Background: an optimization exercise with open tools, aiming at small area. Do not read the settings as production practice.
Only simulation tests tie the RTL to the original design; equivalence was not proved.
No activity file was given, so power comes from the tool's default toggle rates.

==> flow/run.sh <==
#!/bin/bash
# synth_recipe.tcl (not shown) runs the flow's synth.tcl, then flattens the netlist and writes it again
# the make line also repeats each setting of config.mk as NAME=value (left out here)
make -C /OpenROAD-flow-scripts/flow DESIGN_CONFIG=/design/flow/config.mk WORK_HOME=/design/flow/orfs CLKGATE_MAP_FILE= SYNTH_SCRIPT=/design/flow/synth_recipe.tcl finish
==> flow/config.mk <==
export PLATFORM = sky130hd
export DESIGN_NAME = branch_predictor
export DESIGN_NICKNAME = branch_predictor
export VERILOG_FILES = /design/flow/design.v
export SDC_FILE = /design/flow/constraint.sdc
export NUM_CORES = 4
export LEC_CHECK = 0
export CAP_MARGIN = 20
export CORE_MARGIN = 2
export CORE_UTILIZATION = 35
export SLEW_MARGIN = 20
==> flow/constraint.sdc <==
create_clock -name core_clock -period 7.5 [get_ports {clk}]
set_input_delay 1.5000 -clock core_clock [delete_from_list [all_inputs] [get_ports {clk}]]
set_output_delay 1.5000 -clock core_clock [all_outputs]
set_load 0.01 [all_outputs]
==> flow/design.v <==
package branch_predictor_pkg;
    typedef enum logic [1:0] {
        BR_NONE = 2'd0,
        BR_EQ   = 2'd1,
        BR_NE   = 2'd2,
        BR_JUMP = 2'd3
    } branch_op_e;
    typedef enum logic [1:0] {
        CNT_SNT = 2'd0,
        CNT_WNT = 2'd1,
        CNT_WT  = 2'd2,
        CNT_ST  = 2'd3
    } cnt_state_e;
endpackage
module sat_counter2
(
    input  logic [1:0] cnt,
    input  logic       up,
    output logic [1:0] next_cnt
);
    always_comb begin
        next_cnt = cnt;
        if (up) begin
            if (cnt != branch_predictor_pkg::CNT_ST) begin
                next_cnt = cnt + 2'd1;
            end
        end else begin
            if (cnt != branch_predictor_pkg::CNT_SNT) begin
                next_cnt = cnt - 2'd1;
            end
        end
    end
endmodule
module branch_predictor
#(
    parameter int IDX_BITS = 4,
    parameter int ADDR_W   = 32,
    parameter int CNT_W    = 16
) (
    input  logic              clk,
    input  logic              rst,
    input  logic [ADDR_W-1:0] f_pc,
    output logic              pred_taken,
    output logic [ADDR_W-1:0] pred_target,
    input  logic              r_valid,
    input  logic [ADDR_W-1:0] r_pc,
    input  logic [1:0]        r_branchop,
    input  logic              r_taken,
    input  logic [ADDR_W-1:0] r_target,
    input  logic              r_pred_taken,
    input  logic [ADDR_W-1:0] r_pred_target,
    output logic              mispredict,
    output logic [ADDR_W-1:0] redirect_pc,
    output logic [CNT_W-1:0]  branch_cnt,
    output logic [CNT_W-1:0]  miss_cnt
);
    localparam int ENTRIES = 1 << IDX_BITS;
    localparam int TAG_W   = ADDR_W - IDX_BITS - 2;
    logic              valid_q  [ENTRIES];
    logic [TAG_W-1:0]  tag_q    [ENTRIES];
    logic [1:0]        cnt_q    [ENTRIES];
    logic [ADDR_W-1:0] target_q [ENTRIES];
    logic [IDX_BITS-1:0] f_idx;
    logic [TAG_W-1:0]    f_tag;
    logic                f_hit;
    logic [IDX_BITS-1:0] r_idx;
    logic [TAG_W-1:0]    r_tag;
    logic                r_hit;
    logic                is_branch;
    logic                resolve_ev;
    logic                miss_cond;
    logic [1:0]          cnt_next;
    always_comb begin
        f_idx       = f_pc[IDX_BITS+1:2];
        f_tag       = f_pc[ADDR_W-1:IDX_BITS+2];
        f_hit       = valid_q[f_idx] && (tag_q[f_idx] == f_tag);
        pred_taken  = f_hit && cnt_q[f_idx][1];
        pred_target = f_hit ? target_q[f_idx] : f_pc + ADDR_W'(4);
    end
    always_comb begin
        r_idx      = r_pc[IDX_BITS+1:2];
        r_tag      = r_pc[ADDR_W-1:IDX_BITS+2];
        r_hit      = valid_q[r_idx] && (tag_q[r_idx] == r_tag);
        is_branch  = (r_branchop != branch_predictor_pkg::BR_NONE);
        resolve_ev = r_valid && !mispredict;
        if (is_branch) begin
            miss_cond = (r_taken != r_pred_taken) ||
                        (r_taken && (r_target != r_pred_target));
        end else begin
            miss_cond = r_pred_taken;
        end
    end
    sat_counter2 u_sat_counter2 (
        .cnt      (cnt_q[r_idx]),
        .up       (r_taken),
        .next_cnt (cnt_next)
    );
    always_ff @(posedge clk or posedge rst) begin
        if (rst) begin
            mispredict  <= 1'b0;
            redirect_pc <= '0;
            branch_cnt  <= '0;
            miss_cnt    <= '0;
        end else begin
            mispredict <= resolve_ev && miss_cond;
            if (resolve_ev && miss_cond) begin
                redirect_pc <= r_taken ? r_target : r_pc + ADDR_W'(4);
                miss_cnt    <= miss_cnt + CNT_W'(1);
            end
            if (resolve_ev && is_branch) begin
                branch_cnt <= branch_cnt + CNT_W'(1);
            end
        end
    end
    always_ff @(posedge clk or posedge rst) begin
        if (rst) begin
            for (int i = 0; i < ENTRIES; i++) begin
                valid_q[i]  <= 1'b0;
                tag_q[i]    <= '0;
                cnt_q[i]    <= branch_predictor_pkg::CNT_WNT;
                target_q[i] <= '0;
            end
        end else if (resolve_ev) begin
            if (is_branch) begin
                if (r_hit) begin
                    cnt_q[r_idx] <= cnt_next;
                    if (r_taken) begin
                        target_q[r_idx] <= r_target;
                    end
                end else if (r_taken) begin
                    valid_q[r_idx]  <= 1'b1;
                    tag_q[r_idx]    <= r_tag;
                    target_q[r_idx] <= r_target;
                    cnt_q[r_idx]    <= (r_branchop == branch_predictor_pkg::BR_JUMP) ? branch_predictor_pkg::CNT_ST : branch_predictor_pkg::CNT_WT;
                end
            end else if (r_hit) begin
                valid_q[r_idx] <= 1'b0;
            end
        end
    end
endmodule
==> notes.md <==
==> final cells by class <==
| cell class | instances | area (um2) | area share [%] |
|---|---|---|---|
| flip-flops and latches | 1041 | 26100 | 41.6 |
| multi-input cells | 2927 | 24700 | 39.5 |
| repair buffers | 515 | 5000 | 7.98 |
| clock buffers | 153 | 3220 | 5.14 |
| well taps | 2016 | 2520 | 4.03 |
| clock inverters | 63 | 966 | 1.54 |
| inverters | 31 | 120 | 0.192 |
| diodes | 5 | 12.5 | 0.0200 |
==> per-layer routing <==
metal / GRT usage, % / vias to the layer above / routed length [um]
met5: 0 / - / 190
li1: - / 17000 / -
met3: 9.52 / 701 / 25700
met4: 13.0 / 28 / 11900
met1: 38.2 / 21900 / 90800
met2: 42.7 / 2671 / 96500
==> report_power, final <==
group | switching, W | total [W] | internal [W]
Sequential | 0.000846 | 0.00739 | 0.00654
Clock | 0.00257 | 0.00623 | 0.00366
Combinational | 0.00133 | 0.00260 | 0.00127
==> sequential cells by signal, summed over array words and instances, names as in the netlist <==
register	cells
target_q	512
valid_q	16
redirect_pc	32
miss_cnt	16
tag_q	416
cnt_q	32
mispredict	1
branch_cnt	16
==> critical path, stage by stage <==
cell	delay [ps]
clkdlybuf4s15_2	370
buf_4	220
ha_2	320
and3b_2	520
buf_4	230
a22o_1	140
a221oi_1	50
and3_1	190
a31oi_1	360
xnor2_1	170
nand4_1	110
nor3_1	250
buf_4	160
nand3_2	180
buf_12	220
buf_12	150
mux2i_1	180
clkdlybuf4s50_1	560
==> logic make-up (layout without fill, tap and decap cells) <==
group,count (synthesis),after routing,synth area share (%)
multiplexers,1060,1060,22.8
flip-flops,1041,1041,49.5
buffers and inverters,470,762,4.14
adder cells (fa/ha/maj),13,13,0.299
XOR/XNOR,151,151,2.51
other,0,5,0
AND/OR/NAND/NOR,746,746,7.26
AO/OA/AOI/OAI,957,957,13.5
==> path summary, 6_finish.rpt <==
path / slack (ps) / startpoint / endpoint / cells after the start
setup reg to reg: 3240 / tag_q[15][13] / tag_q[12][10] / 12
max in group asynchronous: 4640 / rst / tag_q[8][3] / 4
min in group asynchronous: 1130 / rst / target_q[3][27] / 2
hold reg to reg: 480 / miss_cnt[15] / miss_cnt[15] / 1
hold / removal: 480 / miss_cnt[15] / miss_cnt[15] / 1
setup / recovery: 90 / f_pc[2] / pred_target[5] / 18
==> layout by cell type, fill, tap and decap left out, types with 40 or more instances in the layout <==
cell type / n
clkbuf_16: 114
mux2_4: 41
o21ai_0: 123
nor2_1: 127
nand4_1: 75
nand3_1: 142
buf_4: 242
dfrtp_1: 1025
clkdlybuf4s50_1: 225
nand2_1: 200
a222oi_1: 40
mux2_1: 72
a21oi_1: 79
mux2i_1: 72
o22ai_1: 45
a22o_1: 93
a221oi_1: 84
mux2_2: 873
xnor2_1: 102
buf_12: 45
xor2_1: 49
a22oi_1: 298
==> per-stage QoR <==
stage | total power [W] | util (%) | TNS, ps | instance area, um2 | instances
2_1_floorplan | 0.00872 | - | -8614690 | 52700 | 4438
3_3_place_gp | 0.00992 | 39.0 | -18950 | 58400 | 6530
3_5_place_dp | 0.00997 | 39.0 | -19680 | 58400 | 6530
4_1_cts | 0.0162 | 41.8 | 0 | 62600 | 6746
5_1_grt | 0.0167 | 41.8 | 0 | 62600 | 6746
6_report | 0.0162 | 41.9 | 0 | 62600 | 6751
==> timing repair <==
action | in CTS | in global routing
setup endpoints to repair | 33 | 32
gates cloned | 0 | 0
buffers inserted | 0 | 0
gates resized for setup | 8 | 4
==> results.tsv <==
metric	value	unit
Most used DFF post-synth	dfrtp_1	
maximum number of pins on one net before global-route repair	165	
area of the die	154000	um2
std cell rows	142	
Synth top area share	48.7	%
category of the critical setup timing path	in2out	
per-cell routed wire length	33.3	um
minimum clock period after layout	7410	ps
number of top-level pins	233	
GR Util All Layers	28.8	%
cells after synthesis	4438	
worst endpoint required time	6000	ps
slew at the pin closest to its max-slew limit	1160	ps
Final Skew	87.9	ps
layout net count	4776	
CP Max Fanout	14	
highest ir drop seen on vdd	0.000247	V
status	no timing/DRC/antenna violations	
summed instance area of the synthesized netlist	52700	um2
Static Leak	27.6	nW
ratio of cells with drive above 1 in the final layout	31.7	%
clock latency of the later-clocked register in the worst-skew pair	820	ps
via density per instance	6.27	
first-pass detailed-route iteration total	9	
number of antenna violations at the first check in global routing	20	
final critical-path share of the clock period	98.8	%
clock tree from TritonCTS	done	
number of enable flip-flop cells after synthesis	0	
GR Overflow Total	0	
number of global-route vias before repair	41500	
area of the core region	150000	um2
die width	392	um
total number of vias	42300	
max-cap violation count	0	
Clock Tree Root	clkbuf_16	
startpoint type of the worst setup path	input port	
total of warnings raised by yosys	10	
leading area contributor after synthesis	dfrtp_1	
sink count of the clock tree	1041	
depth of the CTS H-tree	3	
share of flip-flops with an asynchronous set or reset after synthesis	100	%
final weighted congestion in routability-driven placement	1.05	
TritonCTS buffer count	114	
post-synth net total	4584	
Setup WS post-layout	91.0	ps
Synth cell types	91	
drt drc	0	
kind of path behind the tightest hold check	reg2reg	
power per cell area	259	nW/um2
violation count after the first detailed-routing iteration	5577	
sequential area share after synthesis	49.5	%
final setup violating endpoints	0	
number of hold violations in the final report	0	
die extent in y	392	um
CTS Hold Buffers Added	0	
CP arrival	5910	ps
Slew HR	22.7	%
CTS Buffer Depth	3	
number of nets still failing antenna checks after routing	0	
worst setup timing slack at the placement stage	-651	ps
worst hold-check slack	481	ps
quantity of I/O buffers inserted on ports	232	
achievable clock frequency	0.135	GHz
area delta synth->final	18.8	%
wire length of the first global-routing pass	318	mm
mean cell area of the mapped netlist	11.9	um2
routed wire length	225	mm
clock input transition at the sequential cells of the worst setup and hold paths	60	ps
top post-synthesis cells by area	dfrtp_1 (49%), mux2_2 (19%), a22oi_1 (4.2%), clkbuf_1 (1.8%), xnor2_1 (1.7%)	
Setup crit end kind	output port	
setup repair after global routing missed its margin	no	
synthesis-stage register bit count	1041	
Filler Cell Count	14100	
cell with the most instances after synthesis	dfrtp_1	
max-slew violation count	0	
ranking of synthesized cells by instance count	dfrtp_1 (1025), mux2_2 (873), a22oi_1 (298)	
starting density of the core	35.2	%
post-DP HPWL	155	mm

## port drivers added, routing unchanged
Ports are ideal in the flow. The routed layout listed here was re-timed in OpenROAD. Step 1 (the two cells are an assumption about what drives the block):
set clk [get_ports {clk}]
set_driving_cell -lib_cell sky130_fd_sc_hd__clkbuf_16 $clk
set_driving_cell -lib_cell sky130_fd_sc_hd__buf_2 [delete_from_list [all_inputs] $clk]
Step 2, shift: input delay + t, output delay - t, t = (earliest + latest rising clock arrival at the registers) / 2. This alone moves slack from input paths to output paths. Slacks: ideal ports / drivers / drivers and shift; pairs: ideal ports / drivers.
t (ns): 0.863
slack for setup (ns): 0.091 / 0.060 / 0.060
latest minus earliest clock arrival (ns): 0.097 / 0.097
worst slew at a driven data input, ns: 0.19
pins driven straight from the clock port: 1
After both steps setup and hold are still met in this run. For this run, drivers alone change the setup slack by -0.031 ns; drivers and shift together by -0.031 ns.
